Source: an optimization exercise on an open RTL-to-GDS flow (aim: small area, a short achievable clock period and few clock cycles per item). Production flows keep margins and buffers that such runs may drop.
In this exercise RTL edits were held to simulation tests only and were not proved equivalent to the original.
Power and IR drop assume default switching activity.

## flow/design.v

```verilog
package csd_pkg;
	localparam int MAX_DECKS   = 8;
	localparam int DECK_CARDS  = 52;
	localparam int SUIT_COUNT  = 4;
	localparam int RANK_COUNT  = 13;
	localparam int STORE_DEPTH = MAX_DECKS * DECK_CARDS;
	localparam int ADDR_W      = 9;
	localparam int RND_W       = 31;
	localparam int CFG_W       = 9;
	localparam logic [1:0] OP_DEAL    = 2'd0;
	localparam logic [1:0] OP_LOAD    = 2'd1;
	localparam logic [1:0] OP_ARM     = 2'd2;
	localparam logic [1:0] OP_STEP    = 2'd3;
	localparam logic REG_DECK_COUNT   = 1'b0;
	localparam logic REG_CUT_POSITION = 1'b1;
	typedef struct packed {
		logic [1:0]       op;
		logic [RND_W-1:0] random_value;
	} req_t;
	typedef struct packed {
		logic              card_valid;
		logic [3:0]        card_rank;
		logic [1:0]        card_suit;
		logic [ADDR_W-1:0] cards_left;
		logic              reshuffle_needed;
		logic              shuffle_busy;
	} rsp_t;
	typedef struct packed {
		logic [1:0] suit;
		logic [3:0] rank;
	} card_t;
	typedef struct packed {
		logic              we;
		logic [ADDR_W-1:0] addr;
		card_t             data;
	} ram_wr_t;
	typedef struct packed {
		logic              re;
		logic [ADDR_W-1:0] addr;
	} ram_rd_t;
endpackage
import csd_pkg::*;
module csd_mod_unit (
	input  logic                       clk,
	input  logic                       arst_n,
	input  logic                       in_valid,
	input  logic [csd_pkg::RND_W-1:0]  dividend,
	input  logic [csd_pkg::ADDR_W-1:0] divisor,
	input  logic [csd_pkg::ADDR_W+1:0] divisor3,
	output logic                       any_valid,
	output logic                       out_valid,
	output logic [csd_pkg::ADDR_W-1:0] out_rem,
	output logic [csd_pkg::ADDR_W-1:0] out_div
);
	localparam int NST = RND_W / 2;      
	function automatic logic [ADDR_W-1:0] r4step(input logic [ADDR_W-1:0] r,
		input logic [1:0] v, input logic [ADDR_W-1:0] d, input logic [ADDR_W+1:0] d3);
		logic [ADDR_W+2:0] t, s1, s2, s3;
		t  = {1'b0, r, v};
		s1 = t - {3'b0, d};
		s2 = t - {2'b0, d, 1'b0};
		s3 = t - {1'b0, d3};
		if (!s3[ADDR_W+2])      r4step = s3[ADDR_W-1:0];
		else if (!s2[ADDR_W+2]) r4step = s2[ADDR_W-1:0];
		else if (!s1[ADDR_W+2]) r4step = s1[ADDR_W-1:0];
		else                    r4step = t[ADDR_W-1:0];
	endfunction
	function automatic logic [ADDR_W-1:0] r2step(input logic [ADDR_W-1:0] r,
		input logic b, input logic [ADDR_W-1:0] d);
		logic [ADDR_W+1:0] t;
		t = {2'b0, r, b} - {2'b0, d};
		r2step = t[ADDR_W+1] ? {r[ADDR_W-2:0], b} : t[ADDR_W-1:0];
	endfunction
	logic              v_q   [0:NST];
	logic [RND_W-3:0]  x_q   [0:NST];
	logic [ADDR_W-1:0] r_q   [0:NST];
	logic [ADDR_W-1:0] d_q   [0:NST];
	logic [ADDR_W+1:0] d3_q  [0:NST];
	logic [1:0]        top2;
	always_ff @(posedge clk or negedge arst_n) begin
		if (!arst_n) begin
			for (int s = 0; s <= NST; s++) v_q[s] <= 1'b0;
		end else begin
			v_q[0] <= in_valid;
			for (int s = 1; s <= NST; s++) v_q[s] <= v_q[s-1];
		end
	end
	always_comb begin
		top2 = dividend[RND_W-1:RND_W-2];
		if (divisor == 9'd2)                          top2 = {1'b0, top2[0]};
		else if (divisor == 9'd3 && top2 == 2'd3)     top2 = 2'd0;
	end
	always_ff @(posedge clk) begin
		x_q[0]  <= dividend[RND_W-3:0];
		r_q[0]  <= {7'd0, top2};
		d_q[0]  <= divisor;
		d3_q[0] <= divisor3;
	end
	for (genvar s = 1; s <= NST; s++) begin : g_st
		localparam int DONE = (2 * s + 2 > RND_W) ? RND_W : 2 * s + 2;
		logic [ADDR_W-1:0] r_n;
		always_comb begin
			if (2 * s + 2 > RND_W) r_n = r2step(r_q[s-1], x_q[s-1][RND_W-3], d_q[s-1]);
			else                   r_n = r4step(r_q[s-1], x_q[s-1][RND_W-3:RND_W-4], d_q[s-1], d3_q[s-1]);
			if (DONE < ADDR_W) r_n = r_n & ADDR_W'((1 << DONE) - 1);
		end
		always_ff @(posedge clk) begin
			x_q[s]  <= x_q[s-1] << 2;
			r_q[s]  <= r_n;
			d_q[s]  <= d_q[s-1];
			d3_q[s] <= d3_q[s-1];
		end
	end
	always_comb begin
		any_valid = 1'b0;
		for (int s = 0; s <= NST; s++) any_valid = any_valid | v_q[s];
	end
	assign out_valid = v_q[NST];
	assign out_rem   = r_q[NST];
	assign out_div   = d_q[NST];
endmodule
import csd_pkg::*;
module csd_card_ram (
	input  logic           clk,
	input  logic [7:0]     shift,
	input  logic           fix,
	input  csd_pkg::card_t fixd,
	input  logic [7:0]     e_oh,
	input  logic [7:0]     load,
	input  logic [25:0]    wr_hi,
	input  logic [15:0]    wr_lo,
	input  logic [25:0]    rd_hi,
	input  logic [15:0]    rd_lo_a,
	input  logic [15:0]    rd_lo_b,
	output csd_pkg::card_t rdata
);
	localparam int N = STORE_DEPTH;
	logic [N-1:0][5:0] st;
	logic [N-1:0][5:0] st_n;
	logic [5:0]        top;
	logic [N-1:0]      s_sh, s_h, s_nw;
	logic [N-1:0][5:0] nwv, prevs;
	logic [25:0][5:0] row;
	always_comb begin
		logic [5:0] acc;
		for (int h = 0; h < 26; h++) begin
			acc = '0;
			for (int l = 0; l < 16; l++)
				acc = acc | ({6{(h < 13) ? rd_lo_a[l] : rd_lo_b[l]}} & st[16 * h + l]);
			row[h] = acc;
		end
		acc = '0;
		for (int h = 0; h < 26; h++)
			acc = acc | ({6{rd_hi[h]}} & row[h]);
		rdata = acc;
	end
	assign top   = st[N-1];
	always_comb begin
		for (int p = 0; p < N; p++) begin
			logic [5:0] prev;
			logic       ws;
			logic [5:0] wv;
			if (p == 0) begin
				prev = top;
			end else if ((p % 52) == 0 && e_oh[p / 52]) begin
				prev = top;
			end else begin
				prev = st[p-1];
			end
			wv[3:0] = load[p / 52] ? 4'((p % 13) + 1) : top[3:0];
			wv[5:4] = load[p / 52] ? 2'((p / 13) % 4) : top[5:4];
			nwv[p]  = ~wv;
			prevs[p]    = prev;
			ws      = load[p / 52] | (wr_hi[p >> 4] & wr_lo[p & 15]);
			s_nw[p] = !ws;
			s_sh[p] = shift[p / 52] & !ws;
			s_h[p]  = !shift[p / 52] & !ws;
		end
	end
	for (genvar p = 0; p < N; p++) begin : g_slot
		for (genvar b = 0; b < 6; b++) begin : g_bit
			csd_slot_bit u_bit (
				.s_sh (s_sh[p]),
				.s_h  (s_h[p]),
				.s_nw (s_nw[p]),
				.nwv  (nwv[p][b]),
				.prev (prevs[p][b]),
				.q    (st[p][b]),
				.d    (st_n[p][b])
			);
		end
	end
	always_ff @(posedge clk) begin
		for (int p = 0; p < N; p++) begin
			if (fix && (p % 52) == 0 && e_oh[p / 52] && !shift[p / 52])
				st[p] <= fixd;
			else if (fix && (p % 52) == 1 && e_oh[p / 52] && shift[p / 52])
				st[p] <= fixd;
			else
				st[p] <= st_n[p];
		end
	end
endmodule
module csd_slot_bit (
	input  logic s_sh,
	input  logic s_h,
	input  logic s_nw,
	input  logic nwv,
	input  logic prev,
	input  logic q,
	output logic d
);
	logic x;
	assign x = ~((s_sh & prev) | (s_h & q));
	assign d = ~((s_nw | nwv) & x);
endmodule
import csd_pkg::*;
module card_shoe_shuffle_deal (
	input  logic             clk,
	input  logic             arst_n,
	input  logic             start,
	output logic             busy,
	input  csd_pkg::req_t    req,
	output logic             done,
	output csd_pkg::rsp_t    rsp,
	input  logic             cfg_we,
	input  logic             cfg_index,
	input  logic [csd_pkg::CFG_W-1:0] cfg_data
);
	localparam logic [ADDR_W-1:0] TOP_SLOT = ADDR_W'(STORE_DEPTH - 1);
	logic [3:0]        deck_count_q;
	logic [ADDR_W-1:0] cut_position_q;
	logic [ADDR_W-1:0] shoe_size_q;
	logic [ADDR_W-1:0] deal_position_q;
	logic [ADDR_W-1:0] shuffle_index_q;
	logic              shuffle_active_q;
	logic              busy_q;
	logic [ADDR_W-1:0] entry_q;          
	logic [7:0]        e_oh_q;           
	logic [ADDR_W-1:0] base_q;           
	logic              aligned_q;        
	logic [ADDR_W-1:0] dslot_q;          
	logic              barrier_q;
	logic              load_pend_q;
	logic              pend_q;           
	logic              a_valid_q;        
	logic [ADDR_W-1:0] a_rslot_q;
	logic [ADDR_W-1:0] a_wslot_q;
	logic              x_valid_q;        
	logic              fix_q;            
	csd_pkg::card_t    fixd_q;
	logic              ready_q;          
	logic [25:0]       rd_hi_q, wr_hi_q;
	logic [15:0]       rd_lo_a_q, rd_lo_b_q, wr_lo_q;
	logic              idle_q;           
	logic              ld_any_q;         
	logic [7:0]        sh_q;             
	logic [7:0]        ld_q;             
	logic              acc_q;
	logic              deal_card_q;
	logic              done_q;
	logic              card_valid_q;
	csd_pkg::card_t    card_q;
	logic [ADDR_W-1:0] cards_left_q;
	logic              reshuffle_q;
	logic              shuffle_busy_q;
	logic              accept;
	logic              deal_ok;
	logic              step_ok;
	logic              stop_reached;
	logic [3:0]        decks_sat;
	logic [ADDR_W-1:0] shoe_of_decks;
	logic              in_valid;
	logic              m_any;
	logic              m_valid;
	logic [ADDR_W-1:0] m_rem;
	logic [ADDR_W-1:0] m_div;
	logic              do_load;
	logic              idle_shift;
	logic              ring_shift;
	logic              at_top;
	logic [ADDR_W-1:0] base_inc;
	logic [ADDR_W-1:0] dslot_inc;
	logic [ADDR_W-1:0] new_entry;
	csd_pkg::card_t    rdata;
	logic [ADDR_W-1:0] shoe_size_n, deal_position_n, shuffle_index_n;
	logic              shuffle_active_n, p_zero, p_inc;
	logic              barrier_n, pend_n, pend_deal_n;
	logic [ADDR_W-1:0] base_n;
	logic [ADDR_W-1:0] rslot, wslot;
	assign decks_sat     = (deck_count_q > 4'(MAX_DECKS)) ? 4'(MAX_DECKS) : deck_count_q;
	assign shoe_of_decks = ADDR_W'(decks_sat) * ADDR_W'(DECK_CARDS);
	assign stop_reached  = (deal_position_q >= cut_position_q) ||
		(deal_position_q >= shoe_size_q);
	assign deal_ok       = !shuffle_active_q && !stop_reached &&
		(deal_position_q < ADDR_W'(STORE_DEPTH));
	assign step_ok       = shuffle_active_q && (shuffle_index_q != '0);
	assign accept   = start && ready_q;
	assign in_valid = accept && (req.op == OP_STEP) && step_ok;
	csd_mod_unit u_mod (
		.clk       (clk),
		.arst_n    (arst_n),
		.in_valid  (in_valid),
		.dividend  (req.random_value),
		.divisor   (shuffle_index_q + 9'd1),
		.divisor3  ({2'b0, shuffle_index_q} + {1'b0, shuffle_index_q, 1'b0} + 11'd3),
		.any_valid (m_any),
		.out_valid (m_valid),
		.out_rem   (m_rem),
		.out_div   (m_div)
	);
	assign do_load    = ld_any_q;
	assign idle_shift = idle_q;
	assign ring_shift = x_valid_q || idle_shift;
	assign at_top     = (base_q == TOP_SLOT);
	assign base_inc   = at_top ? entry_q : base_q + 9'd1;
	assign dslot_inc  = (dslot_q == TOP_SLOT) ? entry_q : dslot_q + 9'd1;
	assign new_entry  = ADDR_W'(STORE_DEPTH) - shoe_size_q;
	csd_card_ram u_ram (
		.clk     (clk),
		.shift   (sh_q),
		.fix     (fix_q),
		.fixd    (fixd_q),
		.e_oh    (e_oh_q),
		.load    (ld_q),
		.wr_hi   (wr_hi_q),
		.wr_lo   (wr_lo_q),
		.rd_hi   (rd_hi_q),
		.rd_lo_a (rd_lo_a_q),
		.rd_lo_b (rd_lo_b_q),
		.rdata   (rdata)
	);
	always_ff @(posedge clk or negedge arst_n) begin
		if (!arst_n) begin
			deck_count_q   <= 4'd6;
			cut_position_q <= 9'd234;
		end else if (cfg_we) begin
			unique case (cfg_index)
				REG_DECK_COUNT:   deck_count_q   <= cfg_data[3:0];
				REG_CUT_POSITION: cut_position_q <= cfg_data;
				default: begin
				end
			endcase
		end
	end
	always_comb begin
		shoe_size_n      = shoe_size_q;
		deal_position_n  = deal_position_q;
		shuffle_index_n  = shuffle_index_q;
		shuffle_active_n = shuffle_active_q;
		p_zero           = 1'b0;
		p_inc            = 1'b0;
		if (accept) begin
			unique case (req.op)
				OP_DEAL: begin
					if (deal_ok) begin
						deal_position_n = deal_position_q + 9'd1;
						p_inc           = 1'b1;
					end
				end
				OP_LOAD: begin
					shoe_size_n     = shoe_of_decks;
					deal_position_n = '0;
					p_zero          = 1'b1;
					if (decks_sat != 4'd0) begin
						shuffle_index_n  = shoe_of_decks - 9'd1;
						shuffle_active_n = 1'b1;
					end else begin
						shuffle_index_n  = '0;
						shuffle_active_n = 1'b0;
					end
				end
				OP_ARM: begin
					if (shoe_size_q > 9'd1) begin
						shuffle_index_n  = shoe_size_q - 9'd1;
						shuffle_active_n = 1'b1;
					end else begin
						shuffle_index_n  = '0;
						shuffle_active_n = 1'b0;
						deal_position_n  = '0;
						p_zero           = 1'b1;
					end
				end
				default: begin
					if (step_ok) begin
						shuffle_index_n = shuffle_index_q - 9'd1;
						if (shuffle_index_q == 9'd1) begin
							shuffle_active_n = 1'b0;
							deal_position_n  = '0;
							p_zero           = 1'b1;
						end
					end else begin
						shuffle_active_n = 1'b0;
					end
				end
			endcase
		end
	end
	always_comb begin
		if (accept && (req.op == OP_LOAD || req.op == OP_ARM)) barrier_n = 1'b1;
		else if (do_load) barrier_n = 1'b0;
		else if (barrier_q && !pend_q && !load_pend_q && (aligned_q || at_top)) barrier_n = 1'b0;
		else barrier_n = barrier_q;
		pend_n = in_valid || m_any || a_valid_q || x_valid_q;
		pend_deal_n = in_valid || m_any || a_valid_q;
		if (do_load)         base_n = new_entry;
		else if (ring_shift) base_n = base_inc;
		else                 base_n = base_q;
	end
	logic       load_pend_n, aligned_n, idle_n, ld_any_n;
	logic [7:0] e_oh_n, sh_n, ld_n;
	always_comb begin
		if (accept && req.op == OP_LOAD) load_pend_n = 1'b1;
		else if (do_load)                load_pend_n = 1'b0;
		else                             load_pend_n = load_pend_q;
		if (do_load)         aligned_n = 1'b1;
		else if (ring_shift) aligned_n = at_top;
		else                 aligned_n = aligned_q;
		for (int n = 0; n < 8; n++)
			e_oh_n[n] = do_load ? (shoe_size_q == ADDR_W'(STORE_DEPTH - DECK_CARDS * n)) : e_oh_q[n];
		idle_n   = barrier_n && !load_pend_n && !pend_n && !aligned_n;
		ld_any_n = barrier_n && load_pend_n && !pend_n;
		for (int n = 0; n < 8; n++) begin
			logic in_ring;
			in_ring = 1'b0;
			for (int m = 0; m <= n; m++) in_ring = in_ring | e_oh_n[m];
			sh_n[n] = (a_valid_q || idle_n) && in_ring;
			ld_n[n] = ld_any_n && (shoe_size_n >= ADDR_W'(STORE_DEPTH - DECK_CARDS * n));
		end
	end
	always_ff @(posedge clk or negedge arst_n) begin
		if (!arst_n) begin
			idle_q   <= 1'b0;
			ld_any_q <= 1'b0;
			sh_q     <= '0;
			ld_q     <= '0;
		end else begin
			idle_q   <= idle_n;
			ld_any_q <= ld_any_n;
			sh_q     <= sh_n;
			ld_q     <= ld_n;
		end
	end
	always_ff @(posedge clk or negedge arst_n) begin
		if (!arst_n) begin
			shoe_size_q      <= '0;
			deal_position_q  <= '0;
			shuffle_index_q  <= '0;
			shuffle_active_q <= 1'b0;
			busy_q           <= 1'b0;
			ready_q          <= 1'b1;
			barrier_q        <= 1'b0;
			load_pend_q      <= 1'b0;
			pend_q           <= 1'b0;
			a_valid_q        <= 1'b0;
			x_valid_q        <= 1'b0;
			fix_q            <= 1'b0;
			entry_q          <= ADDR_W'(STORE_DEPTH);
			e_oh_q           <= '0;
			base_q           <= ADDR_W'(STORE_DEPTH);
			aligned_q        <= 1'b1;
			dslot_q          <= ADDR_W'(STORE_DEPTH);
		end else begin
			shoe_size_q      <= shoe_size_n;
			deal_position_q  <= deal_position_n;
			shuffle_index_q  <= shuffle_index_n;
			shuffle_active_q <= shuffle_active_n;
			busy_q           <= barrier_n || (pend_deal_n && !shuffle_active_n);
			ready_q          <= !(barrier_n || (pend_deal_n && !shuffle_active_n));
			barrier_q        <= barrier_n;
			pend_q           <= pend_n;
			a_valid_q        <= m_valid;
			x_valid_q        <= a_valid_q;
			fix_q            <= x_valid_q;
			if (accept && req.op == OP_LOAD) load_pend_q <= 1'b1;
			else if (do_load)                load_pend_q <= 1'b0;
			base_q <= base_n;
			if (do_load) begin
				entry_q   <= new_entry;
				for (int n = 0; n < 8; n++)
					e_oh_q[n] <= (shoe_size_q == ADDR_W'(STORE_DEPTH - DECK_CARDS * n));
				aligned_q <= 1'b1;
			end else if (ring_shift) begin
				aligned_q <= at_top;
			end
			if (do_load)               dslot_q <= new_entry;
			else if (p_zero)           dslot_q <= base_n;
			else if (ring_shift || p_inc) dslot_q <= dslot_inc;
		end
	end
	always_ff @(posedge clk) begin
		a_rslot_q <= m_rem - m_div + ADDR_W'(STORE_DEPTH);
		a_wslot_q <= m_rem - m_div + ADDR_W'(STORE_DEPTH + 1);
		fixd_q    <= rdata;
	end
	assign rslot = a_valid_q ? a_rslot_q : dslot_q;
	assign wslot = a_wslot_q;
	always_ff @(posedge clk) begin
		for (int k = 0; k < 26; k++) rd_hi_q[k] <= (rslot[8:4] == 5'(k));
		for (int k = 0; k < 16; k++) rd_lo_a_q[k] <= (rslot[3:0] == 4'(k)) && (rslot < 9'd208);
		for (int k = 0; k < 16; k++) rd_lo_b_q[k] <= (rslot[3:0] == 4'(k)) && (rslot >= 9'd208);
		for (int k = 0; k < 26; k++) wr_hi_q[k] <= a_valid_q && (wslot[8:4] == 5'(k));
		for (int k = 0; k < 16; k++) wr_lo_q[k] <= (wslot[3:0] == 4'(k));
	end
	always_ff @(posedge clk or negedge arst_n) begin
		if (!arst_n) begin
			acc_q       <= 1'b0;
			deal_card_q <= 1'b0;
			done_q      <= 1'b0;
		end else begin
			acc_q       <= accept;
			deal_card_q <= accept && (req.op == OP_DEAL) && deal_ok;
			done_q      <= acc_q;
		end
	end
	always_ff @(posedge clk) begin
		card_valid_q   <= deal_card_q;
		card_q         <= deal_card_q ? rdata : '0;
		cards_left_q   <= shoe_size_q - deal_position_q;
		reshuffle_q    <= stop_reached;
		shuffle_busy_q <= shuffle_active_q;
	end
	assign busy = busy_q;
	assign done = done_q;
	always_comb begin
		rsp.card_valid       = card_valid_q;
		rsp.card_rank        = card_q.rank;
		rsp.card_suit        = card_q.suit;
		rsp.cards_left       = cards_left_q;
		rsp.reshuffle_needed = reshuffle_q;
		rsp.shuffle_busy     = shuffle_busy_q;
	end
endmodule
module card_shoe (
	input  logic       clk,
	input  logic       arst_n,
	input  logic       start,
	output logic       busy,
	input  logic [1:0] req_op,
	input  logic [30:0] req_random,
	output logic       done,
	output logic       rsp_card_valid,
	output logic [3:0] rsp_card_rank,
	output logic [1:0] rsp_card_suit,
	output logic [8:0] rsp_cards_left,
	output logic       rsp_reshuffle_needed,
	output logic       rsp_shuffle_busy,
	input  logic       cfg_we,
	input  logic       cfg_index,
	input  logic [8:0] cfg_data
);
	csd_pkg::req_t req;
	csd_pkg::rsp_t rsp;
	assign req.op           = req_op;
	assign req.random_value = req_random;
	card_shoe_shuffle_deal u_core (
		.clk       (clk),
		.arst_n    (arst_n),
		.start     (start),
		.busy      (busy),
		.req       (req),
		.done      (done),
		.rsp       (rsp),
		.cfg_we    (cfg_we),
		.cfg_index (cfg_index),
		.cfg_data  (cfg_data)
	);
	assign rsp_card_valid       = rsp.card_valid;
	assign rsp_card_rank        = rsp.card_rank;
	assign rsp_card_suit        = rsp.card_suit;
	assign rsp_cards_left       = rsp.cards_left;
	assign rsp_reshuffle_needed = rsp.reshuffle_needed;
	assign rsp_shuffle_busy     = rsp.shuffle_busy;
endmodule
```

## flow/flow/run.sh

```bash
#!/bin/bash
# Layout flow: the standard ORFS flow (standard.sh, standard synthesis unchanged,
# same clock period and constraints), with two changes to how the layout is made:
#  - the port buffers are plain buffers (sky130_fd_sc_hd__buf_4) instead of the delay
#    cell buffer_ports picks by default; every port still gets its buffer;
#  - repair_timing is asked for 6.2 ns of setup slack, so it sizes and buffers the
#    paths longer than 3.8 ns instead of stopping at the 10 ns clock.
# The full output of the run goes to flow_run.log in the work folder; ORFS keeps each
# step's own log under orfs/logs/.
set -euo pipefail
export BUFFER_PORTS_ARGS="-buffer_cell sky130_fd_sc_hd__buf_4"
export SETUP_SLACK_MARGIN=6.2
bash standard.sh finish > flow_run.log 2>&1
```

## flow/standard.sh

```bash
#!/bin/bash
# synth_recipe.tcl (not shown) runs the flow's synth.tcl, then flattens the netlist and writes it again
# the make line also repeats each setting of config.mk as NAME=value (left out here)
make -C /OpenROAD-flow-scripts/flow DESIGN_CONFIG=/design/flow/config.mk WORK_HOME=/design/flow/orfs CLKGATE_MAP_FILE= SYNTH_SCRIPT=/design/flow/synth_recipe.tcl "${@:-finish}"
```

## flow/config.mk

```make
export PLATFORM = sky130hd
export DESIGN_NAME = card_shoe
export DESIGN_NICKNAME = card_shoe
export VERILOG_FILES = /design/flow/design.v
export SDC_FILE = /design/flow/constraint.sdc
export NUM_CORES = 4
export LEC_CHECK = 0
export CAP_MARGIN = 20
export CELL_PAD_IN_SITES_DETAIL_PLACEMENT = 1
export CELL_PAD_IN_SITES_GLOBAL_PLACEMENT = 1
export CORE_MARGIN = 2
export CORE_UTILIZATION = 42
export CTS_CLUSTER_DIAMETER = 100
export CTS_CLUSTER_SIZE = 20
export PLACE_DENSITY = 0.56
export SLEW_MARGIN = 20
export SYNTH_HIERARCHICAL = 1
```

## flow/constraint.sdc

```tcl
create_clock -name core_clock -period 10.0 [get_ports {clk}]
set_input_delay 2.0000 -clock core_clock [delete_from_list [all_inputs] [get_ports {clk}]]
set_output_delay 2.0000 -clock core_clock [all_outputs]
set_load 0.01 [all_outputs]
```

==> results of run 1 <==
[Yosys stat by module (local to each module, per instance), excerpt]
| module | flops+latches | cells inside | cell area [µm²] | times used |
|---|---|---|---|---|
| csd_mod_unit | 667 | 3229 | 31900 | 1 |
| card_shoe_shuffle_deal | 248 | 1185 | 11400 | 1 |
| csd_slot_bit | 0 | 2 | 12.5 | 2496 |
| csd_card_ram | 2496 | 6110 | 74900 | 1 |
[registers in the layout (all words and copies together) (netlist names), 9 cells and up]
name	cells
u_core.u_ram.st	2496
u_core.u_mod.x_q	225
u_core.u_mod.d3_q	154
u_core.u_mod.d_q	144
u_core.u_mod.r_q	128
u_core.rd_hi_q	26
u_core.wr_hi_q	26
u_core.rd_lo_a_q	16
u_core.rd_lo_b_q	16
u_core.u_mod.v_q	16
u_core.wr_lo_q	16
u_core.a_rslot_q	9
u_core.a_wslot_q	9
u_core.base_q	9
u_core.cards_left_q	9
u_core.cut_position_q	9
u_core.deal_position_q	9
u_core.dslot_q	9
u_core.entry_q	9
u_core.shoe_size_q	9
u_core.shuffle_index_q	9
[worst register-to-register path, stage by stage, from the launching register on]
cell and delay, ns:
dfxtp_4 0.57, buf_4 0.50, a221oi_1 0.60, nand4_1 0.71, a22oi_2 0.45, nand4_1 0.27
or4_1 0.58, and2_1 0.15
[metrics by stage]
step / instances / hold WS (ns) / setup slack, ns / instance area [µm²] / power (mW)
5_1_grt: 20100 / 0.328 / 6.19 / 160000 / 58.3
6_report: 20100 / 0.320 / 6.09 / 160000 / 55.4
3_5_place_dp: 19900 / 0.313 / 5.66 / 155000 / 46.3
2_1_floorplan: 15500 / 0.310 / 6.33 / 150000 / 36.2
3_3_place_gp: 19900 / 0.310 / 5.69 / 155000 / 45.4
4_1_cts: 20100 / 0.323 / 6.22 / 160000 / 55.0
[layout make-up]
class                      count  area (µm²)
tap                         4751        5940
multi-input combinational  11100       76400
clock buffer                 238        5270
antenna                       15        37.5
timing repair buffer         244        1860
clock inverter                13         169
inverter                     388        1460
fill                       39600      195000
sequential                  3411       69100
[Yosys cell counts (104+ instances only)]
master	instances	area, µm²
dfxtp_1	3289	65800
a22oi_1	2731	20500
o21ai_1	2542	12700
a21oi_1	657	3290
a22o_1	548	4800
a221oi_1	527	4620
nor2b_1	526	3290
ha_1	450	5630
nor2_1	436	1640
and2_1	429	2680
inv_1	388	1460
clkbuf_1	364	1370
o21ai_0	222	1110
nand2_1	214	803
mux2_2	200	2250
nand4_1	188	1180
nand2b_1	158	988
xnor2_1	146	1280
buf_2	143	716
nor3_1	109	546
dfrtp_1	104	2600
[metal layers]
layer  track usage  share of wire  vias up
met2         0.567           0.44     6549
met4         0.179          0.057       22
met3        0.0600          0.081     1642
met5             0        0.00023        -
li1              -              -    60000
met1         0.477           0.42    70000
[power by group through the flow]
| stage | logic (mW) | registers [mW] | clock network (mW) |
|---|---|---|---|
| global placement | 21.8 | 23.6 | 0 |
| CTS | 22.9 | 23.3 | 8.80 |
| finish | 23.2 | 23.6 | 8.62 |
| global route | 25.3 | 23.8 | 9.25 |
| detailed placement | 22.7 | 23.6 | 0 |
| floorplan | 16.1 | 20.1 | 0 |
[cell families (layout without fill, tap and decap cells)]
logic type / Yosys count / after routing / synth area share
other: 0 / 15 / 0
buffers and inverters: 1024 / 883 / 0.0308
flip-flops: 3411 / 3411 / 0.461
AND/OR/NAND/NOR: 2321 / 2321 / 0.0860
AO/OA/AOI/OAI: 7758 / 7758 / 0.345
adder cells (fa/ha/maj): 496 / 496 / 0.0438
XOR/XNOR: 211 / 211 / 0.0124
multiplexers: 295 / 295 / 0.0216
[path summary, 6_finish.rpt]
path / start / endpoint / slack (ns) / cells past startpoint
worst max-delay path: u_core.rd_lo_a_q[9]$_DFF_P_ / u_core.card_q[4]$_SDFF_PN0_ / 6.09 / 7
worst min-delay path: u_core.u_mod.x_q[9][25]$_DFF_P_ / u_core.u_mod.x_q[10][27]$_DFF_P_ / 0.32 / 0
worst max register to register: u_core.rd_lo_a_q[9]$_DFF_P_ / u_core.card_q[4]$_SDFF_PN0_ / 6.09 / 7
worst min register to register: u_core.u_mod.x_q[9][25]$_DFF_P_ / u_core.u_mod.x_q[10][27]$_DFF_P_ / 0.32 / 0
max in group asynchronous: arst_n / u_core.sh_q[0]$_DFF_PN0_ / 7.56 / 2
min in group asynchronous: arst_n / u_core.cut_position_q[8]$_DFFE_PN0P_ / 0.98 / 1
[what timing repair did]
action | in CTS | in global routing
cloned | 0 | 0
pin swaps | 1 | 13
setup endpoints to repair | 5 | 9
endpoints found under the hold margin | 0 | 0
resized for setup | 6 | 19
==> reports/results.txt, run 1 <==
Status = no timing/DRC/antenna violations
CTS tree = built
Startpoint Class = flop
Yosys reg bits = 3411
Post-synth EDFFs = 0
Crit share post-route = 0.391
Largest net degree at the start of global routing = 89
Maximum vdd drop = 0.000390 V
P&R area growth vs syn = 7.20%
CTS buffer count = 195
Worst Path Max Fanout = 40
Rel. slew slack = 0.172
Share of cells above drive strength 1 = 0.0612
Via-per-instance ratio = 6.86
DRT antenna net count = 0
Max Slew Vio Count = 0
Setup bufs post-CTS = 0
Clk slew on worst S/H paths = 0.09 ns
Vias post-DR = 138000
# port buffers = 66
RSZ-0062 raised after global routing = yes
Clock skew = 0.0471 ns
Worst slew pin tran = 1.23 ns
Worst EP arrival = 4.77 ns
Leak = 55.1 nW
Fin. Hold Viols = 0
Total track usage = 0.360
Gate power share = 0.418
Clock power share = 0.156
Per-cell routed wire length = 33.8 µm
Clock buffer depth = 4
Core Area = 0.355 mm²
Hpwl dp = 481 mm
Maximum capacitance violations = 0
Power Density = 346 mW/mm²
Synth Instances = 15500
Synthesized area = 0.150 mm²
Net Sw Frac = 0.457
Share of flip-flops with an asynchronous set or reset = 0.0358
Register area share after synthesis = 0.461
Min cycle time layout = 3.91 ns
Die Area = 0.361 mm²
Crit-path most repeated cell = nand4_1
Rows = 219
Vias in the first global route = 138000
Root Driver = clkbuf_16
# hold bufs at CTS = 0
Class of the worst hold path = reg -> reg
H-tree Lvls = 4
Util after Layout = 0.451
Internal = 30.1 mW
Critical path type = reg -> reg
Critical path's slowest cell = nand4_1
Final WL = 681 mm
CP Cell Sequence = buf_4 > a221oi_1 > nand4_1 > a22oi_2 > nand4_1 > or4_1 > and2_1
Most frequent cells in the layout = 3235 x dfxtp_1, 2714 x a22oi_1, 2537 x o21ai_1
Chip height = 601 µm
Crit path buf inv count = 1
Setup TNS = 0 ns
Seq pwr share = 0.426
Most common cell after layout, fill and taps aside = dfxtp_1
Placer congestion estimate = 0.989
Largest delay share family, worst path = simple AND/OR/NAND/NOR gates
Fmax = 0.256 GHz
Net load switching power = 25.3 mW
Required time of the critical path = 10.86 ns
Main synth FF type = dfxtp_1
First-pass GRT wire length = 978 mm
Count of different cell masters after synthesis = 112
Die Wd = 601 µm
Synth warn = 14
DRC errors left = 0
Highest cell delay on the worst timing path = 0.71 ns
I/O Pins = 67
Gr ovfl total = 0
Synth Area per Inst = 9.64 µm²
Clock sinks = 3411
CP endpoint kind = flop
Initial core utilization = 0.421
First-pass iteration count of the detailed router = 7
Initial antenna violation count = 51
Iteration-0 DRC Markers = 16000
Clk latency of the worst-skew pair = 0.98 ns
Setup violators final = 0
Fin nets = 15900
Syn_nets = 16100
Testbench counts, summed over its fixed seeds: cycles 10,804, requests 10,252.
==> inputs of run 2 (changes only) <==
--- a/flow/design.v
+++ b/flow/design.v
@@ -124,12 +124,13 @@
 	input  logic           clk,
 	input  logic [7:0]     shift,
 	input  logic           fix,
+	input  logic [7:0]     shift_prev,
 	input  csd_pkg::card_t fixd,
 	input  logic [7:0]     e_oh,
 	input  logic [7:0]     load,
 	input  logic [25:0]    wr_hi,
 	input  logic [15:0]    wr_lo,
-	input  logic [25:0]    rd_hi,
+	input  logic [25:0]    rd_hi2,
 	input  logic [15:0]    rd_lo_a,
 	input  logic [15:0]    rd_lo_b,
 	output csd_pkg::card_t rdata
@@ -141,6 +142,7 @@
 	logic [N-1:0]      s_sh, s_h, s_nw;
 	logic [N-1:0][5:0] nwv, prevs;
 	logic [25:0][5:0] row;
+	logic [25:0][5:0] row_q;
 	always_comb begin
 		logic [5:0] acc;
 		for (int h = 0; h < 26; h++) begin
@@ -151,9 +153,12 @@
 		end
 		acc = '0;
 		for (int h = 0; h < 26; h++)
-			acc = acc | ({6{rd_hi[h]}} & row[h]);
+			acc = acc | ({6{rd_hi2[h]}} & row_q[h]);
 		rdata = acc;
 	end
+	always_ff @(posedge clk) begin
+		row_q <= row;
+	end
 	assign top   = st[N-1];
 	always_comb begin
 		for (int p = 0; p < N; p++) begin
@@ -192,9 +197,14 @@
 	end
 	always_ff @(posedge clk) begin
 		for (int p = 0; p < N; p++) begin
-			if (fix && (p % 52) == 0 && e_oh[p / 52] && !shift[p / 52])
+			if (fix && (p % 52) == 0 && e_oh[p / 52] &&
+				!shift_prev[p / 52] && !shift[p / 52])
+				st[p] <= fixd;
+			else if (fix && (p % 52) == 1 && e_oh[p / 52] &&
+				(shift_prev[p / 52] ^ shift[p / 52]))
 				st[p] <= fixd;
-			else if (fix && (p % 52) == 1 && e_oh[p / 52] && shift[p / 52])
+			else if (fix && (p % 52) == 2 && e_oh[p / 52] &&
+				shift_prev[p / 52] && shift[p / 52])
 				st[p] <= fixd;
 			else
 				st[p] <= st_n[p];
@@ -247,7 +257,15 @@
 	logic [ADDR_W-1:0] a_rslot_q;
 	logic [ADDR_W-1:0] a_wslot_q;
 	logic              x_valid_q;        
+	logic              f1_q;             
 	logic              fix_q;            
+	logic [25:0]       rd_hi2_q;         
+	logic [7:0]        sh_prev_q;        
+	logic              acc2_q;
+	logic              deal_card2_q;
+	logic [ADDR_W-1:0] cards_left1_q;
+	logic              reshuffle1_q;
+	logic              shuffle_busy1_q;
 	csd_pkg::card_t    fixd_q;
 	logic              ready_q;          
 	logic [25:0]       rd_hi_q, wr_hi_q;
@@ -320,12 +338,13 @@
 		.clk     (clk),
 		.shift   (sh_q),
 		.fix     (fix_q),
+		.shift_prev (sh_prev_q),
 		.fixd    (fixd_q),
 		.e_oh    (e_oh_q),
 		.load    (ld_q),
 		.wr_hi   (wr_hi_q),
 		.wr_lo   (wr_lo_q),
-		.rd_hi   (rd_hi_q),
+		.rd_hi2  (rd_hi2_q),
 		.rd_lo_a (rd_lo_a_q),
 		.rd_lo_b (rd_lo_b_q),
 		.rdata   (rdata)
@@ -401,8 +420,8 @@
 		else if (do_load) barrier_n = 1'b0;
 		else if (barrier_q && !pend_q && !load_pend_q && (aligned_q || at_top)) barrier_n = 1'b0;
 		else barrier_n = barrier_q;
-		pend_n = in_valid || m_any || a_valid_q || x_valid_q;
-		pend_deal_n = in_valid || m_any || a_valid_q;
+		pend_n = in_valid || m_any || a_valid_q || x_valid_q || f1_q;
+		pend_deal_n = in_valid || m_any || a_valid_q || x_valid_q;
 		if (do_load)         base_n = new_entry;
 		else if (ring_shift) base_n = base_inc;
 		else                 base_n = base_q;
@@ -454,7 +473,9 @@
 			pend_q           <= 1'b0;
 			a_valid_q        <= 1'b0;
 			x_valid_q        <= 1'b0;
+			f1_q             <= 1'b0;
 			fix_q            <= 1'b0;
+			sh_prev_q        <= '0;
 			entry_q          <= ADDR_W'(STORE_DEPTH);
 			e_oh_q           <= '0;
 			base_q           <= ADDR_W'(STORE_DEPTH);
@@ -471,7 +492,9 @@
 			pend_q           <= pend_n;
 			a_valid_q        <= m_valid;
 			x_valid_q        <= a_valid_q;
-			fix_q            <= x_valid_q;
+			f1_q             <= x_valid_q;
+			fix_q            <= f1_q;
+			sh_prev_q        <= sh_q;
 			if (accept && req.op == OP_LOAD) load_pend_q <= 1'b1;
 			else if (do_load)                load_pend_q <= 1'b0;
 			base_q <= base_n;
@@ -497,6 +520,7 @@
 	assign wslot = a_wslot_q;
 	always_ff @(posedge clk) begin
 		for (int k = 0; k < 26; k++) rd_hi_q[k] <= (rslot[8:4] == 5'(k));
+		rd_hi2_q <= rd_hi_q;
 		for (int k = 0; k < 16; k++) rd_lo_a_q[k] <= (rslot[3:0] == 4'(k)) && (rslot < 9'd208);
 		for (int k = 0; k < 16; k++) rd_lo_b_q[k] <= (rslot[3:0] == 4'(k)) && (rslot >= 9'd208);
 		for (int k = 0; k < 26; k++) wr_hi_q[k] <= a_valid_q && (wslot[8:4] == 5'(k));
@@ -504,21 +528,28 @@
 	end
 	always_ff @(posedge clk or negedge arst_n) begin
 		if (!arst_n) begin
-			acc_q       <= 1'b0;
-			deal_card_q <= 1'b0;
-			done_q      <= 1'b0;
+			acc_q        <= 1'b0;
+			deal_card_q  <= 1'b0;
+			acc2_q       <= 1'b0;
+			deal_card2_q <= 1'b0;
+			done_q       <= 1'b0;
 		end else begin
 			acc_q       <= accept;
 			deal_card_q <= accept && (req.op == OP_DEAL) && deal_ok;
-			done_q      <= acc_q;
+			acc2_q       <= acc_q;
+			deal_card2_q <= deal_card_q;
+			done_q       <= acc2_q;
 		end
 	end
 	always_ff @(posedge clk) begin
-		card_valid_q   <= deal_card_q;
-		card_q         <= deal_card_q ? rdata : '0;
-		cards_left_q   <= shoe_size_q - deal_position_q;
-		reshuffle_q    <= stop_reached;
-		shuffle_busy_q <= shuffle_active_q;
+		cards_left1_q   <= shoe_size_q - deal_position_q;
+		reshuffle1_q    <= stop_reached;
+		shuffle_busy1_q <= shuffle_active_q;
+		card_valid_q    <= deal_card2_q;
+		card_q          <= deal_card2_q ? rdata : '0;
+		cards_left_q    <= cards_left1_q;
+		reshuffle_q     <= reshuffle1_q;
+		shuffle_busy_q  <= shuffle_busy1_q;
 	end
 	assign busy = busy_q;
 	assign done = done_q;
--- a/flow/config.mk
+++ b/flow/config.mk
@@ -9,9 +9,9 @@
 export CELL_PAD_IN_SITES_DETAIL_PLACEMENT = 1
 export CELL_PAD_IN_SITES_GLOBAL_PLACEMENT = 1
 export CORE_MARGIN = 2
-export CORE_UTILIZATION = 42
+export CORE_UTILIZATION = 30
 export CTS_CLUSTER_DIAMETER = 100
 export CTS_CLUSTER_SIZE = 20
-export PLACE_DENSITY = 0.56
+export PLACE_DENSITY = 0.5
 export SLEW_MARGIN = 20
 export SYNTH_HIERARCHICAL = 1
==> reports/results.txt, run 2 <==
Post-Place Cells = 22400 (+13%)
H-tree Lvls = 4 (unchanged)
Gr ovfl total = 0 (unchanged)
Fin. Hold Viols = 0 (unchanged)
Power Density = 183 mW/mm² (-47%)
Clk latency of the worst-skew pair = 1.05 ns (+0.07 ns)
Vias post-DR = 137000 (-0.95%)
Iteration-0 DRC Markers = 13600 (-15%)
Crit share post-route = 0.362 (-0.0284)
Leading cell types by count after synthesis = 3482 x dfxtp_1, 2550 x a22oi_1, 2509 x o21ai_1, 653 x a21oi_1, 646 x a22o_1
Hpwl dp = 506 mm (+5.2%)
I/O Pins = 67 (unchanged)
Area fraction of the dominant cell type after synthesis = 0.450 (+0.00987)
Max reg flops = 2496 (unchanged)
Synth warn = 14 (unchanged)
Vias in the first global route = 135000 (-1.7%)
CP endpoint kind = primary output
Maximum capacitance violations = 0 (unchanged)
# port buffers = 66 (unchanged)
Most common cell after layout, fill and taps aside = dfxtp_1
Final WL = 724 mm (+6.3%)
DRT antenna net count = 0 (unchanged)
Synth Instances = 15900 (+2.4%)
Startpoint Class = flop
CTS buffer count = 214 (+9.7%)
Yosys reg bits = 3615 (+6.0%)
Most flops, register = u_core.u_ram.st
Per-cell routed wire length = 31.9 µm (-5.7%)
Die Wd = 722 µm (+20%)
Total track usage = 0.266 (-0.0942)
CTS tree = built
Dominant cells by area after synthesis = dfxtp_1 45%, a22oi_1 12%, o21ai_1 8.1%
Synthesized area = 0.155 mm² (+3.5%)
Fin cells = 22700 (+13%)
Synth Area per Inst = 9.74 µm² (+1.1%)
Class of the worst hold path = reg -> reg
Core Area = 0.514 mm² (+45%)
First-pass GRT wire length = 1030 mm (+5.4%)
Leak = 56.6 nW (+2.7%)
Largest area contributor in the netlist = dfxtp_1
Maximum vdd drop = 0.000134 V (-66%)
Critical path's slowest cell = dfrtp_1
# hold bufs at CTS = 0 (unchanged)
Count of different cell masters after synthesis = 109 (-2.7%)
Pre-CTS setup slack = 5.97 ns (+0.319 ns)
Share of flip-flops with an asynchronous set or reset = 0.0368 (+0.00102)
Status = no timing/DRC/antenna violations
Die Area = 0.522 mm² (+45%)
Root Driver = clkbuf_16
Initial antenna violation count = 62 (+22%)
Most numerous cell in the Yosys netlist = dfxtp_1
Post-synth EDFFs = 0 (unchanged)
Largest net degree at the start of global routing = 90 (+1.1%)
Required time of the critical path = 8.00 ns (-2.86 ns)
Clock sinks = 3615 (+6.0%)
Largest delay share family, worst path = flip-flops
Rows = 263 (+20%)
RSZ-0062 raised after global routing = no
DRC errors left = 0 (unchanged)
Via-per-instance ratio = 6.03 (-12%)
Chip height = 722 µm (+20%)
Register area share after synthesis = 0.472 (+0.0109)
Highest cell delay on the worst timing path = 0.45 ns (-0.26 ns)
Critical path type = reg -> out
Fmax = 0.276 GHz (+7.8%)
P&R area growth vs syn = 9.55%
Worst slew pin tran = 1.29 ns (+0.0587 ns)
Util after Layout = 0.330 (-0.121)
Clock skew = 0.0914 ns (+0.0443 ns)
Min cycle time layout = 3.62 ns (-0.284 ns)
Syn_nets = 16400 (+2.3%)
Max Slew Vio Count = 0 (unchanged)
Rel. slew slack = 0.138 (-0.0336)
First-pass iteration count of the detailed router = 6 (-1)
Placer congestion estimate = 0.877 (-11%)
Worst EP arrival = 1.62 ns (-3.15 ns)
Crit path buf inv count = 1 (unchanged)
Worst Path Max Fanout = 1 (-98%)
Share of cells above drive strength 1 = 0.0659 (+0.00470)
Clk slew on worst S/H paths = 0.09 ns (about the same)
Final-layout fill cell count = 57900 (+46%)
Clock buffer depth = 4 (unchanged)
Largest regs = u_core.u_ram.st x2496, u_core.u_mod.x_q x225, u_core.u_ram.row_q x156
Setup ws final = 6.38 ns (+0.284 ns)
Fin nets = 16300 (+2.5%)
Setup TNS = 0 ns (unchanged)
Most frequent cells in the layout = 3422 x dfxtp_1, 2550 x a22oi_1, 2508 x o21ai_1
CP Cell Sequence = buf_4
Setup violators final = 0 (unchanged)
Initial core utilization = 0.301 (-0.120)
Main synth FF type = dfxtp_1
-- run 2: cell types whose count changed in the layout (fill, tap and decap cells not counted), moves of 17 or more --
cell       before   now
a221oi_1      527   638
a22o_1        548   646
a22oi_1      2714  2550
a22oi_2        17     0
buf_4         235   269
clkbuf_16     203   221
dfxtp_1      3235  3422
inv_1         388   410
mux2_2        200   234
nand2_1       214   236
nand2b_1      148   109
o21a_1         96   113
o21ai_1      2537  2508
-- run 2: cells by family after synthesis --
| logic type | Yosys count | synth area share |
|---|---|---|
| XOR/XNOR | 228 | 0.0129 |
| AND/OR/NAND/NOR | 2342 | 0.0842 |
| flip-flops | 3615 | 0.472 |
| buffers and inverters | 1071 | 0.0284 |
| multiplexers | 318 | 0.0224 |
| adder cells (fa/ha/maj) | 496 | 0.0423 |
| AO/OA/AOI/OAI | 7820 | 0.338 |
-- run 2: path summary, 6_finish.rpt --
| check | from | endpoint | slack, ns | cells after the start |
|---|---|---|---|---|
| max in group asynchronous | arst_n | u_core.sh_q[1]$_DFF_PN0_ | 7.60 | 2 |
| worst max-delay path | u_core.busy_q$_DFF_PN0_ | busy | 6.38 | 1 |
| worst min register to register | u_core.u_mod.x_q[3][25]$_DFF_P_ | u_core.u_mod.x_q[4][27]$_DFF_P_ | 0.31 | 0 |
| min in group asynchronous | arst_n | u_core.acc2_q$_DFF_PN0_ | 1.01 | 1 |
| worst max register to register | u_core.deck_count_q[3]$_DFFE_PN0P_ | u_core.shuffle_index_q[8]$_DFFE_PN0P_ | 6.48 | 11 |
| worst min-delay path | u_core.u_mod.x_q[3][25]$_DFF_P_ | u_core.u_mod.x_q[4][27]$_DFF_P_ | 0.31 | 0 |
-- run 2: what timing repair did --
item / 4_1_cts / 5_1_grt
buffers inserted: 0 / 0
setup endpoints to repair: 0 / 1
resized for setup: 0 / 1
hold endpoints to repair: 0 / 0
-- run 2: routing by layer --
metal / vias to the layer above / global-route usage / share of wire
li1: 61500 / - / -
met1: 70100 / 0.376 / 0.46
met2: 4316 / 0.421 / 0.45
met3: 960 / 0.0327 / 0.056
met4: 16 / 0.0830 / 0.034
met5: - / 0 / 0.00015
-- run 2: per-stage QoR --
step	cell area [µm²]	power (mW)	hold WS [ns]
2_1_floorplan	155000	19.6	0.310
3_3_place_gp	163000	21.6	0.310
3_5_place_dp	163000	21.6	0.313
4_1_cts	170000	31.4	0.308
5_1_grt	170000	32.5	0.328
6_report	170000	31.0	0.309
-- run 2: per-module statistics from Yosys, one instance, submodules excluded, excerpt --
module,cell area [µm²],copies in the design
csd_card_ram,78600,1
csd_mod_unit,32400,1
csd_slot_bit,12.5,2496
card_shoe_shuffle_deal,12600,1
-- run 2: layout make-up --
class | instances | area (µm²) | share of cell area
Antenna cell | 18 | 45.0 | 0.000266
Clock buffer | 261 | 5760 | 0.0340
Clock inverter | 31 | 488 | 0.00288
Inverter | 411 | 1540 | 0.00909
Multi-Input combinational cell | 11200 | 77700 | 0.458
Sequential cell | 3615 | 73300 | 0.432
Tap cell | 6890 | 8620 | 0.0508
Timing Repair Buffer | 275 | 2150 | 0.0127
-- run 2: power by group --
part           leakage (nW)  switching, mW  internal, mW
logic                  23.6           3.38          2.38
registers              29.9          0.758          14.8
clock network          3.05           5.45          4.26
Testbench counts of run 2, summed over its fixed seeds: cycles 10,852, requests 10,252.
==> inputs of run 3 (changes only) <==
--- a/flow/config.mk
+++ b/flow/config.mk
@@ -10,7 +10,7 @@
 export CELL_PAD_IN_SITES_GLOBAL_PLACEMENT = 1
 export CORE_MARGIN = 2
 export CORE_UTILIZATION = 30
-export CTS_CLUSTER_DIAMETER = 100
+export CTS_CLUSTER_DIAMETER = 130
 export CTS_CLUSTER_SIZE = 20
 export PLACE_DENSITY = 0.5
 export SLEW_MARGIN = 20
==> reports/results.txt, run 3 <==
Synth warn = 14 (unchanged)
Largest delay share family, worst path = flip-flops
Synth Instances = 15900 (unchanged)
I/O Pins = 67 (unchanged)
Clock buffer depth = 4 (unchanged)
Max reg flops = 2496 (unchanged)
Net Sw Frac = 0.312 (+0.00231)
Most frequent cells in the layout = 3422 x dfxtp_1, 2550 x a22oi_1, 2508 x o21ai_1
Rows = 263 (unchanged)
Max Slew Vio Count = 0 (unchanged)
Seq pwr share = 0.510 (+0.009)
Pre-CTS setup slack = 5.97 ns (unchanged)
Final WL = 725 mm (about the same)
Most common cell after layout, fill and taps aside = dfxtp_1
Via-per-instance ratio = 6.04 (+0.11%)
Yosys reg bits = 3615 (unchanged)
Dominant cells by area after synthesis = dfxtp_1 45%, a22oi_1 12%, o21ai_1 8.1%
Worst slew pin tran = 1.23 ns (-0.0652 ns)
Clock skew = 0.0682 ns (-0.0232 ns)
Fin. Hold Viols = 0 (unchanged)
P&R area growth vs syn = 9.08%
Leading cell types by count after synthesis = 3482 x dfxtp_1, 2550 x a22oi_1, 2509 x o21ai_1, 653 x a21oi_1, 646 x a22o_1
Root Driver = clkbuf_16
Chip height = 722 µm (unchanged)
Initial antenna violation count = 63 (+1.6%)
Largest net degree at the start of global routing = 90 (unchanged)
Register area = 0.0733 mm² (unchanged)
Busiest grt layer = met2
Required time of the critical path = 8.00 ns (about the same)
Cells on worst reg2reg path = 11 (unchanged)
GR met1 Demand/Resource = 0.378 (+0.00187)
Met3 Track Usage GR = 0.0296 (-0.00315)
Most numerous cell in the Yosys netlist = dfxtp_1
Share of flip-flops with an asynchronous set or reset = 0.0368 (unchanged)
Net load switching power = 9.49 mW (-1.1%)
Worst Path Max Fanout = 1 (unchanged)
Fmax = 0.274 GHz (-0.55%)
Main synth FF type = dfxtp_1
Total track usage = 0.266 (about the same)
First-pass GRT wire length = 1030 mm (about the same)
CP Cell Sequence = buf_4
CTS tree = built
Per-cell routed wire length = 32.0 µm (+0.23%)
Power Density = 180 mW/mm² (-1.4%)
Area fraction of the dominant cell type after synthesis = 0.450 (unchanged)
Critical path type = reg -> out
Vias post-DR = 137000 (-0.065%)
Leak = 56.2 nW (-0.65%)
Iteration-0 DRC Markers = 13700 (+0.53%)
Highest cell delay on the worst timing path = 0.46 ns (about the same)
Clock power share = 0.300 (-0.013)
Core Area = 0.514 mm² (unchanged)
Min cycle time layout = 3.64 ns (+0.0202 ns)
Die Area = 0.522 mm² (unchanged)
Share of cells above drive strength 1 = 0.0637 (-0.00223)
First-pass iteration count of the detailed router = 9 (+3)
Post-Place Cells = 22400 (unchanged)
Final-layout fill cell count = 58000 (+0.098%)
Gate power share = 0.189 (+0.003)
Syn_nets = 16400 (unchanged)
Gr ovfl total = 0 (unchanged)
Maximum vdd drop = 0.000173 V (+29%)
Largest area contributor in the netlist = dfxtp_1
Largest regs = u_core.u_ram.st x2496, u_core.u_mod.x_q x225, u_core.u_ram.row_q x156
Vias in the first global route = 135000 (-0.073%)
Setup TNS = 0 ns (unchanged)
Placer congestion estimate = 0.877 (unchanged)
Startpoint Class = flop
Worst EP arrival = 1.64 ns (+0.02 ns)
DRC errors left = 0 (unchanged)
Critical path's slowest cell = dfrtp_1
Clk slew on worst S/H paths = 0.10 ns (about the same)
Crit share post-route = 0.364 (+0.00202)
Synthesized area = 0.155 mm² (unchanged)
Internal = 21.0 mW (-2.1%)
Grt met2 use = 0.421 (+0.000803)
DRT antenna net count = 0 (unchanged)
Area of the multi-input gates = 0.0777 mm² (unchanged)
Crit path buf inv count = 1 (unchanged)
Most flops, register = u_core.u_ram.st
Synth Area per Inst = 9.74 µm² (unchanged)
Initial core utilization = 0.301 (unchanged)
Count of different cell masters after synthesis = 109 (unchanged)
Fin nets = 16300 (-0.061%)
Die Wd = 722 µm (unchanged)
CP endpoint kind = primary output
Status = no timing/DRC/antenna violations
Setup bufs post-CTS = 0 (unchanged)
Setup violators final = 0 (unchanged)
CTS buffer count = 205 (-4.2%)
Class of the worst hold path = reg -> reg
Hpwl dp = 506 mm (unchanged)
Maximum capacitance violations = 0 (unchanged)
Crit path depth = 1 (unchanged)
Register area share after synthesis = 0.472 (unchanged)
Setup ws final = 6.36 ns (-0.0202 ns)
# port buffers = 66 (unchanged)
Post-synth EDFFs = 0 (unchanged)
Clk latency of the worst-skew pair = 1.04 ns (about the same)
Util after Layout = 0.329 (-0.00141)
Clock sinks = 3615 (unchanged)
Hold path depth = 0 (unchanged)
RSZ-0062 raised after global routing = no
H-tree Lvls = 4 (unchanged)
Fin cells = 22700 (-0.17%)
Rel. slew slack = 0.182 (+0.0435)
## run 3: cell types whose count changed in the layout (fill, tap and decap cells not counted), sizes merged
cell / change
buf: -1
inv: -3
clkinv: -8
clkbuf: -27
bufinv: -5
diode: +5
## run 3: stage by stage
step / hold slack [ns] / power, mW / area, µm²
2_1_floorplan: 0.310 / 19.6 / 155000
3_3_place_gp: 0.310 / 21.6 / 163000
3_5_place_dp: 0.313 / 21.6 / 163000
4_1_cts: 0.310 / 30.8 / 169000
5_1_grt: 0.331 / 31.9 / 169000
6_report: 0.315 / 30.4 / 169000
## run 3: modules after synthesis, one instance, submodules excluded, excerpt
module	cells inside	flops+latches
csd_mod_unit	3334	667
csd_card_ram	6300	2652
csd_slot_bit	2	0
card_shoe_shuffle_deal	1264	296
## run 3: cell type report
class,count,share of cell area
sequential,3615,0.434
antenna,23,0.000341
multi-input combinational,11200,0.460
tap,6890,0.0510
clock buffer,234,0.0314
timing repair buffer,274,0.0126
inverter,411,0.00913
clock inverter,15,0.00135
## run 3: cells by family (layout without fill, tap and decap cells)
group	Yosys count	count (layout)	synth area share
compound gates	7820	7820	0.338
xor+xnor	228	228	0.0129
fa+ha+maj	496	496	0.0423
buf+inv	1071	934	0.0284
flops	3615	3615	0.472
mux	318	318	0.0224
other cells	0	23	0
simple gates	2342	2342	0.0842
## run 3: repair_timing
| action | CTS | global route |
|---|---|---|
| hold buffers | 0 | 0 |
| setup endpoints to repair | 0 | 1 |
| gates resized for setup | 0 | 1 |
| hold endpoints to repair | 0 | 0 |
## run 3: final timing paths
| check | start | endpoint | slack [ns] |
|---|---|---|---|
| setup / recovery | u_core.busy_q$_DFF_PN0_ | busy | 6.36 |
| hold reg to reg | u_core.u_mod.x_q[3][25]$_DFF_P_ | u_core.u_mod.x_q[4][27]$_DFF_P_ | 0.32 |
| hold / removal | u_core.u_mod.x_q[3][25]$_DFF_P_ | u_core.u_mod.x_q[4][27]$_DFF_P_ | 0.32 |
| max in group asynchronous | arst_n | u_core.sh_q[0]$_DFF_PN0_ | 7.61 |
| min in group asynchronous | arst_n | u_core.done_q$_DFF_PN0_ | 1.02 |
| setup reg to reg | u_core.deck_count_q[3]$_DFFE_PN0P_ | u_core.shuffle_index_q[8]$_DFFE_PN0P_ | 6.47 |
## run 3: power groups by stage
stage	sequential [mW]	clock, mW	combinational (mW)
global route	15.6	9.93	6.44
CTS	15.5	9.45	5.80
finish	15.5	9.15	5.76
detailed placement	15.9	0	5.76
global placement	15.9	0	5.72
floorplan	15.3	0	4.26
## run 3: routing by layer
layer  share of wire  routed length (µm)  up-vias
met5         0.00017                 121        -
met4           0.033               23700       18
met3           0.054               38800      925
met2            0.45              324000     4259
met1            0.47              338000    70100
li1                -                   -    61500
==> inputs of run 4 (changes only) <==
--- a/flow/design.v
+++ b/flow/design.v
@@ -130,7 +130,7 @@
 	input  logic [7:0]     load,
 	input  logic [25:0]    wr_hi,
 	input  logic [15:0]    wr_lo,
-	input  logic [25:0]    rd_hi2,
+	input  logic [25:0]    rd_hi,
 	input  logic [15:0]    rd_lo_a,
 	input  logic [15:0]    rd_lo_b,
 	output csd_pkg::card_t rdata
@@ -142,7 +142,8 @@
 	logic [N-1:0]      s_sh, s_h, s_nw;
 	logic [N-1:0][5:0] nwv, prevs;
 	logic [25:0][5:0] row;
-	logic [25:0][5:0] row_q;
+	logic [6:0][5:0]  grp;
+	logic [6:0][5:0]  grp_q;
 	always_comb begin
 		logic [5:0] acc;
 		for (int h = 0; h < 26; h++) begin
@@ -151,13 +152,18 @@
 				acc = acc | ({6{(h < 13) ? rd_lo_a[l] : rd_lo_b[l]}} & st[16 * h + l]);
 			row[h] = acc;
 		end
+		for (int g = 0; g < 7; g++) begin
+			acc = '0;
+			for (int h = 4 * g; h < 4 * g + 4 && h < 26; h++)
+				acc = acc | ({6{rd_hi[h]}} & row[h]);
+			grp[g] = acc;
+		end
 		acc = '0;
-		for (int h = 0; h < 26; h++)
-			acc = acc | ({6{rd_hi2[h]}} & row_q[h]);
+		for (int g = 0; g < 7; g++) acc = acc | grp_q[g];
 		rdata = acc;
 	end
 	always_ff @(posedge clk) begin
-		row_q <= row;
+		grp_q <= grp;
 	end
 	assign top   = st[N-1];
 	always_comb begin
@@ -259,7 +265,6 @@
 	logic              x_valid_q;        
 	logic              f1_q;             
 	logic              fix_q;            
-	logic [25:0]       rd_hi2_q;         
 	logic [7:0]        sh_prev_q;        
 	logic              acc2_q;
 	logic              deal_card2_q;
@@ -344,7 +349,7 @@
 		.load    (ld_q),
 		.wr_hi   (wr_hi_q),
 		.wr_lo   (wr_lo_q),
-		.rd_hi2  (rd_hi2_q),
+		.rd_hi   (rd_hi_q),
 		.rd_lo_a (rd_lo_a_q),
 		.rd_lo_b (rd_lo_b_q),
 		.rdata   (rdata)
@@ -520,7 +525,6 @@
 	assign wslot = a_wslot_q;
 	always_ff @(posedge clk) begin
 		for (int k = 0; k < 26; k++) rd_hi_q[k] <= (rslot[8:4] == 5'(k));
-		rd_hi2_q <= rd_hi_q;
 		for (int k = 0; k < 16; k++) rd_lo_a_q[k] <= (rslot[3:0] == 4'(k)) && (rslot < 9'd208);
 		for (int k = 0; k < 16; k++) rd_lo_b_q[k] <= (rslot[3:0] == 4'(k)) && (rslot >= 9'd208);
 		for (int k = 0; k < 26; k++) wr_hi_q[k] <= a_valid_q && (wslot[8:4] == 5'(k));
==> reports/results.txt, run 4 <==
Per-cell routed wire length = 31.2 µm (-2.5%)
Worst slew pin tran = 1.21 ns (-0.0210 ns)
Highest cell delay on the worst timing path = 0.46 ns (about the same)
Crit share post-route = 0.363 (-0.00171)
Hpwl dp = 493 mm (-2.5%)
Fin nets = 16300 (-0.018%)
Final WL = 701 mm (-3.3%)
Placer congestion estimate = 0.882 (+0.67%)
DRC errors left = 0 (unchanged)
Rel. slew slack = 0.196 (+0.0140)
Leading cell types by count after synthesis = 3342 x dfxtp_1, 2975 x a22oi_1, 2542 x o21ai_1, 663 x a21oi_1, 511 x nor2b_1
Status = no timing/DRC/antenna violations
DRT antenna net count = 0 (unchanged)
Initial core utilization = 0.301 (-0.000604)
Clock buffer depth = 4 (unchanged)
Leak = 56.4 nW (+0.38%)
# port buffers = 66 (unchanged)
Min cycle time layout = 3.63 ns (-0.0171 ns)
Critical path's slowest cell = dfrtp_1
Chip height = 716 µm (-0.96%)
RR Endpoint = u_core.dslot_q[0]$_DFFE_PN0P_
RSZ-0062 raised after global routing = no
Clk latency of the worst-skew pair = 1.00 ns (-0.04 ns)
Hold path depth = 0 (unchanged)
Clk slew on worst S/H paths = 0.10 ns (about the same)
Most flops, register = u_core.u_ram.st
Gr ovfl total = 0 (unchanged)
Most numerous cell in the Yosys netlist = dfxtp_1
CP endpoint kind = primary output
# hold bufs at CTS = 0 (unchanged)
Core Area = 0.505 mm² (-1.7%)
Share of flip-flops with an asynchronous set or reset = 0.0383 (+0.00148)
Maximum capacitance violations = 0 (unchanged)
Main synth FF type = dfxtp_1
Startpoint Class = flop
Syn_nets = 16400 (+0.049%)
Iteration-0 DRC Markers = 12200 (-11%)
Worst r2r src = u_core.shuffle_index_q[0]$_DFFE_PN0P_
Hold_sp = u_core.u_mod.x_q[3][24]$_DFF_P_
Setup bufs post-CTS = 0 (unchanged)
First-pass iteration count of the detailed router = 8 (-1)
Synthesized area = 0.152 mm² (-1.9%)
Post-synth EDFFs = 0 (unchanged)
Largest area contributor in the netlist = dfxtp_1
Die Wd = 716 µm (-0.96%)
Share of cells above drive strength 1 = 0.0619 (-0.00173)
Yosys reg bits = 3475 (-3.9%)
Required time of the critical path = 8.00 ns (about the same)
Largest regs = u_core.u_ram.st x2496, u_core.u_mod.x_q x225, u_core.u_mod.d3_q x154
Setup ws final = 6.37 ns (+0.0171 ns)
Critical path type = reg -> out
Via-per-instance ratio = 5.99 (-0.76%)
First-pass GRT wire length = 1000 mm (-2.7%)
Vias post-DR = 135000 (-1.6%)
Rows = 261 (-0.76%)
Max reg flops = 2496 (unchanged)
Area fraction of the dominant cell type after synthesis = 0.440 (-0.00968)
CTS tree = built
Power Density = 345 mW/mm² (+91%)
Count of different cell masters after synthesis = 102 (-6.4%)
Max Slew Vio Count = 0 (unchanged)
Most common cell after layout, fill and taps aside = dfxtp_1
I/O Pins = 67 (unchanged)
Fin. Hold Viols = 0 (unchanged)
Crit path buf inv count = 1 (unchanged)
Synth Area per Inst = 9.55 µm² (-2.0%)
P&R area growth vs syn = 8.74%
Largest net degree at the start of global routing = 90 (unchanged)
CP Cell Sequence = buf_4
Clock skew = 0.0610 ns (-0.00718 ns)
Worst EP arrival = 1.63 ns (about the same)
Synth warn = 14 (unchanged)
Die Area = 0.512 mm² (-1.9%)
Vias in the first global route = 134000 (-0.83%)
Register area share after synthesis = 0.463 (-0.00926)
Fmax = 0.276 GHz (+0.47%)
Hold path endpoint = u_core.u_mod.x_q[4][26]$_DFF_P_
Largest delay share family, worst path = flip-flops
Resized Gates After CTS = 0 (unchanged)
Total track usage = 0.263 (-0.00344)
Pre-CTS setup slack = 5.72 ns (-0.253 ns)
Most frequent cells in the layout = 3280 x dfxtp_1, 2975 x a22oi_1, 2542 x o21ai_1
Initial antenna violation count = 42 (-33%)
Setup violators final = 0 (unchanged)
Setup TNS = 0 ns (unchanged)
Cells on worst reg2reg path = 9 (-2)
Dominant cells by area after synthesis = dfxtp_1 44%, a22oi_1 15%, o21ai_1 8.4%
Clock sinks = 3475 (-3.9%)
Synth Instances = 15900 (+0.050%)
Maximum vdd drop = 0.000145 V (-16%)
Worst Path Max Fanout = 1 (unchanged)
Flop-to-flop setup slack = 6.56 ns (+0.09 ns)
CTS buffer count = 198 (-3.4%)
H-tree Lvls = 4 (unchanged)
Root Driver = clkbuf_16
Class of the worst hold path = reg -> reg
[run 4: cell families after synthesis]
| kind of cell | count (synthesis) | synth area share |
|---|---|---|
| compound gates | 7882 | 0.341 |
| flops | 3475 | 0.463 |
| simple gates | 2444 | 0.0877 |
| buf+inv | 1077 | 0.0307 |
| fa+ha+maj | 496 | 0.0431 |
| mux | 298 | 0.0215 |
| xor+xnor | 226 | 0.0130 |
[run 4: modules after synthesis, one instance, submodules excluded, a selection]
module	times used	cells inside	flops+latches
card_shoe_shuffle_deal	1	1218	270
csd_mod_unit	1	3341	667
csd_slot_bit	2496	2	0
csd_card_ram	1	6347	2538
[run 4: worst max-delay path by stage]
stage | start | endpoint | slack (ns) | depth (start not counted)
after floorplan | req_op[1] | u_core.dslot_q[6]$_DFFE_PN0P_ | 6.20 | 11
after global placement | req_op[1] | u_core.sh_q[7]$_DFF_PN0_ | 5.66 | 8
after detailed placement | req_op[1] | u_core.ld_q[3]$_DFF_PN0_ | 5.72 | 8
after CTS | u_core.busy_q$_DFF_PN0_ | busy | 6.28 | 1
after global routing | u_core.busy_q$_DFF_PN0_ | busy | 6.31 | 1
final | u_core.busy_q$_DFF_PN0_ | busy | 6.37 | 1
[run 4: metrics by stage]
step | hold slack [ns] | area, µm² | total power [mW] | std cells | util
final | 0.317 | 165000 | 56.9 | 22500 | 0.327
after global routing | 0.328 | 165000 | 60.7 | 22500 | 0.327
after CTS | 0.307 | 165000 | 57.2 | 22500 | 0.327
after detailed placement | 0.313 | 160000 | 48.2 | 22200 | 0.316
after global placement | 0.312 | 160000 | 48.1 | 22200 | 0.316
after floorplan | 0.310 | 152000 | 38.0 | 15900 | -
[run 4: routing by layer]
layer	GRT usage	up-vias	wire length [µm]
li1	-	61300	-
met1	0.367	68700	326000
met2	0.423	3755	316000
met3	0.0321	914	35400
met4	0.0779	20	22900
met5	0	-	126
[run 4: area by class of cell]
cell class	count	area [µm²]
well taps	6706	8390
multi-input cells	11300	77300
flip-flops and latches	3475	70500
diodes	15	37.5
repair buffers	263	1990
fillers	57600	340000
inverters	424	1590
clock inverters	16	180
clock buffers	232	5170
[run 4: power by group]
group          leakage (nW)  internal [mW]  total, mW  switching [mW]
logic                  24.8           9.02       22.8            13.8
registers              29.0           18.6       25.3            6.63
clock network          2.62           3.67       8.85            5.18
total                  56.4           31.3       56.9            25.6
Testbench counts of run 4, summed over its fixed seeds: cycles 10,852, requests 10,252.

## what the ideal ports hide
In the flow no input, the clock included, has a driving cell. The finished layouts below were timed again as built, in two steps. Step 1 (the two cells are an assumption about what drives the block):
set clk [get_ports {clk}]
set_driving_cell -lib_cell sky130_fd_sc_hd__clkbuf_16 $clk
set_driving_cell -lib_cell sky130_fd_sc_hd__buf_2 [delete_from_list [all_inputs] $clk]
Step 2, shift: input delay + t, output delay - t, t = (earliest + latest rising clock arrival at the registers) / 2. This alone moves slack from input paths to output paths. a / b / c = no drivers / after step 1 / after step 2; a / b = the first two.
run	t, ns	slack for setup (ns)	hold slack, ns	slew at the worst register clock pin (ns)
run 1	1.059	6.091 / 6.091 / 5.510	0.320 / 0.320 / 0.320	0.10 / 0.10
run 2	1.110	6.375 / 6.276 / 5.862	0.309 / 0.309 / 0.309	0.10 / 0.10
run 3	1.105	6.355 / 6.257 / 5.871	0.315 / 0.315 / 0.315	0.10 / 0.10
run 4	1.096	6.372 / 6.252 / 5.697	0.317 / 0.317 / 0.317	0.11 / 0.11
After both steps setup and hold are still met in every run listed. The setup slack of run 4, which loses most, moves by -0.120 ns with the drivers and by -0.675 ns with both steps.
